Background: an optimization exercise with open tools, aiming at small area, a short achievable clock period and few clock cycles per item. Do not read the settings as production practice. Only simulation tests tie the RTL to the original design; equivalence was not proved.

== lane 1 ==
==> flow/design.v (excerpt) <==
module q_update_engine #(
  parameter int DATA_WIDTH  = 16,
  parameter int FRAC_BITS   = 8,
  parameter int NUM_STATES  = 16,
  parameter int NUM_ACTIONS = 4,
  localparam int SW = $clog2(NUM_STATES),
  localparam int AW = $clog2(NUM_ACTIONS)
) (
  input  logic                  clk,
  input  logic                  rst_n,
  input  logic                  clear,
  input  logic                  in_valid,
  output logic                  in_ready,
  input  logic [SW-1:0]         in_state,
  input  logic [AW-1:0]         in_action,
  input  logic [SW-1:0]         in_next_state,
  input  logic [DATA_WIDTH-1:0] in_reward,
  input  logic                  in_terminal,
  input  logic [DATA_WIDTH-1:0] alpha,
  input  logic [DATA_WIDTH-1:0] gamma,
  output logic                  out_valid,
  input  logic                  out_ready,
  output logic [DATA_WIDTH-1:0] out_q_new,
  output logic [AW-1:0]         out_best_action,
  output logic                  busy
);
  localparam int NS = NUM_STATES;
  localparam int NA = NUM_ACTIONS;
  localparam logic [17:0] K_HI = 18'h2ab00;
  function automatic logic [15:0] sat18(input logic [17:0] v);
  ...
Size: about 6200 cells after synthesis, roughly 1400 flip-flops, about 85 I/O pins, about 75000 um2 of cells after synthesis.
==> flow/config.mk <==
export PLATFORM = sky130hd
export DESIGN_NAME = q_update_engine
export DESIGN_NICKNAME = q_update_engine
export VERILOG_FILES = /design/flow/design.v
export SDC_FILE = /design/flow/constraint.sdc
export NUM_CORES = 8
export LEC_CHECK = 0
export CAP_MARGIN = 30
export CORE_MARGIN = 2
export CORE_UTILIZATION = 45
export CTS_CLUSTER_DIAMETER = 100
export CTS_CLUSTER_SIZE = 20
export PLACE_DENSITY = 0.55
export SLEW_MARGIN = 25
==> flow/constraint.sdc <==
create_clock -name core_clock -period 14.0 [get_ports {clk}]
set_input_delay 2.8000 -clock core_clock [delete_from_list [all_inputs] [get_ports {clk}]]
set_output_delay 2.8000 -clock core_clock [all_outputs]
set_load 0.01 [all_outputs]
standard.sh (not shown) runs the stock make flow with config.mk's settings and CLKGATE_MAP_FILE= SYNTH_SCRIPT=/design/flow/synth_recipe.tcl, a recipe that flattens the netlist after the stock synthesis.
==> flow/flow/run.sh <==
#!/bin/bash
# The standard layout (standard.sh: unchanged synthesis, steps, power grid
# and tap cells) with two changes to how the layout is made:
#  - timing repair aims at a setup slack of 8.3 ns at the design's 14 ns
#    clock, so repair_timing works on every path longer than 5.7 ns instead of
#    only on violating ones (the clock and I/O constraints are unchanged);
#  - every port still gets a buffer, but buf_2 instead of the delay cell
#    buffer_ports picks by default.
# All of make's output goes to standard.log; ORFS keeps each step's own log
# under orfs/logs/.
set -euo pipefail
bash standard.sh SETUP_SLACK_MARGIN=8.3 "BUFFER_PORTS_ARGS=-buffer_cell sky130_fd_sc_hd__buf_2" finish > standard.log 2>&1
Testbench counts of lane 1, summed over its fixed seeds: cycles 2,665, items 2,400.
What lane 3 does differently from lane 1 at the input level:
--- a/flow/design.v
+++ b/flow/design.v
@@ -64,21 +64,21 @@
   logic [3:0]   b1_s, b1_ns, b2_s, c_s;
   logic [1:0]   b1_a, b2_a, c_a, b2_best, c_best;
   logic         b1_term, b1_gsmall, b1_asmall;
   logic [15:0]  b1_r, b1_alpha, b1_gamma, b1_q;
   logic [15:0]  b1_row [NA];
   logic [15:0]  b2_x, c_x;
   logic [14:0]  b2_d, c_d;         
   logic [9:0]   b2_ay;
   logic [17:0]  b2_e;
   logic [15:0]  b2_cq, c_q;         
-  logic         b2_fast, b2_asmall, b2_gsmall;
+  logic         b2_fast;
   logic         b2_dual;           
   logic [1:0]   b2_js;
   logic [13:0]  b2_xa;             
   logic         b2_q12;            
   logic         c_small;           
   logic [4:0]   b2_ph;
   logic [9:0]   c_lo;              
   logic [25:0]  acc;               
   logic         hb, hs;            
   logic [17:0]  e0, e1, e2;        
@@ -161,26 +161,26 @@
   assign b1_fast = b1_asmall && small13(b1_q) && small12(b1_r) &&
                    (b1_term || (b1_gsmall && small12(b1_row[0]) && small12(b1_row[1]) &&
                                 small12(b1_row[2]) && small12(b1_row[3])));
   logic [9:0] g_eff;
   assign g_eff = b1_term ? 10'd0 : b1_gamma[9:0];
   logic [4:0]  nx, nst;           
   logic [9:0]  ny;
   logic [17:0] nra, nrb;
   always_comb begin
     case (b2_ph)
-      S_FIRST:             nx = (b2_gsmall || b1_term) ? S_G1X : S_GHX;
+      S_FIRST:             nx = (b1_gsmall || b1_term) ? S_G1X : S_GHX;
       S_GHX, S_GLP:        nx = S_GLX;
       S_G1X, S_G1C,
       S_GLX, S_GLC:        nx = S_TX;
       S_TX, S_TC:          nx = S_DX;
-      S_DX, S_DC:          nx = b2_asmall ? S_APX : S_AHX;
+      S_DX, S_DC:          nx = b1_asmall ? S_APX : S_AHX;
       S_AHX, S_ALP:        nx = S_ALX;
       S_APX, S_APC,
       S_ALX, S_ALC:        nx = S_QX;
       default:             nx = S_FX;
     endcase
     case (b2_ph)
       S_FIRST: nst = nx;
       S_GLC, S_G1C: nst = S_TX;
       S_DC:    nst = nx;
       S_APC, S_ALC: nst = S_QX;
@@ -234,22 +234,20 @@
       b2_cq     <= b1_q;
       b2_ay     <= b1_alpha[9:0];
       b2_s      <= b1_s;
       b2_a      <= b1_a;
       b2_best   <= b1_term ? 2'd0 : best;
       b2_fast   <= b1_fast;
       b2_dual   <= dual;
       b2_js     <= c_a;
       b2_xa     <= q_new[13:0];
       b2_q12    <= (b1_q[15:11] == 5'h00) || (b1_q[15:11] == 5'h1f);
-      b2_asmall <= b1_asmall;
-      b2_gsmall <= b1_gsmall;
       b2_ph     <= S_FIRST;
     end else if (b2_v && !b2_done) begin
       b2_d  <= booth(ny);
       b2_e  <= e_n;
       b2_ph <= nst;
       case (b2_ph)
         S_G1C, S_TC, S_DC, S_APC, S_QC: b2_x <= acc_out;
         S_GLP, S_ALP: begin
           hb <= !((&acc[25:16]) || !(|acc[25:16]));
           hs <= acc[25];
Results
- met1 track utilization from global routing was lower in the run labelled lane 1.
- Lane 3 vs. lane 1: slack of the critical path went up 4.7 ps; wire length went up 0.98%; sequential cell count held.
- Changes observed in lane 3 relative to lane 1: sequential portion of the cell area saw a decrease; total nets after synthesis lost about 0.5%.
- Status: die boundary height parity (lane 3, lane 1)
Testbench counts of lane 3, summed over its fixed seeds: cycles 2,665, items 2,400.

==> static timing again, ports no longer ideal <==
Ports are ideal in the flow. The routed layouts listed here were re-timed in OpenROAD.
Step 1 (the two cells are an assumption about what drives the block):
set clk [get_ports {clk}]
set_driving_cell -lib_cell sky130_fd_sc_hd__clkbuf_16 $clk
set_driving_cell -lib_cell sky130_fd_sc_hd__buf_2 [delete_from_list [all_inputs] $clk]
Step 2, shift: input delay + t, output delay - t, t = (earliest + latest rising clock arrival at the registers) / 2. This alone moves slack from input paths to output paths.
Slacks: ideal ports / drivers / drivers and shift; pairs: ideal ports / drivers.
run | shift t [ns] | setup WS [ns] | hold WS [ns]
lane 1 | 0.869 | 8.128 / 8.065 / 7.356 | 0.346 / 0.346 / 0.346
lane 3 | 0.847 | 8.132 / 8.095 / 7.382 | 0.349 / 0.349 / 0.349
After both steps every run listed still meets setup and hold. The setup slack of lane 1, which loses most, moves by -0.063 ns with the drivers and by -0.772 ns with both steps.
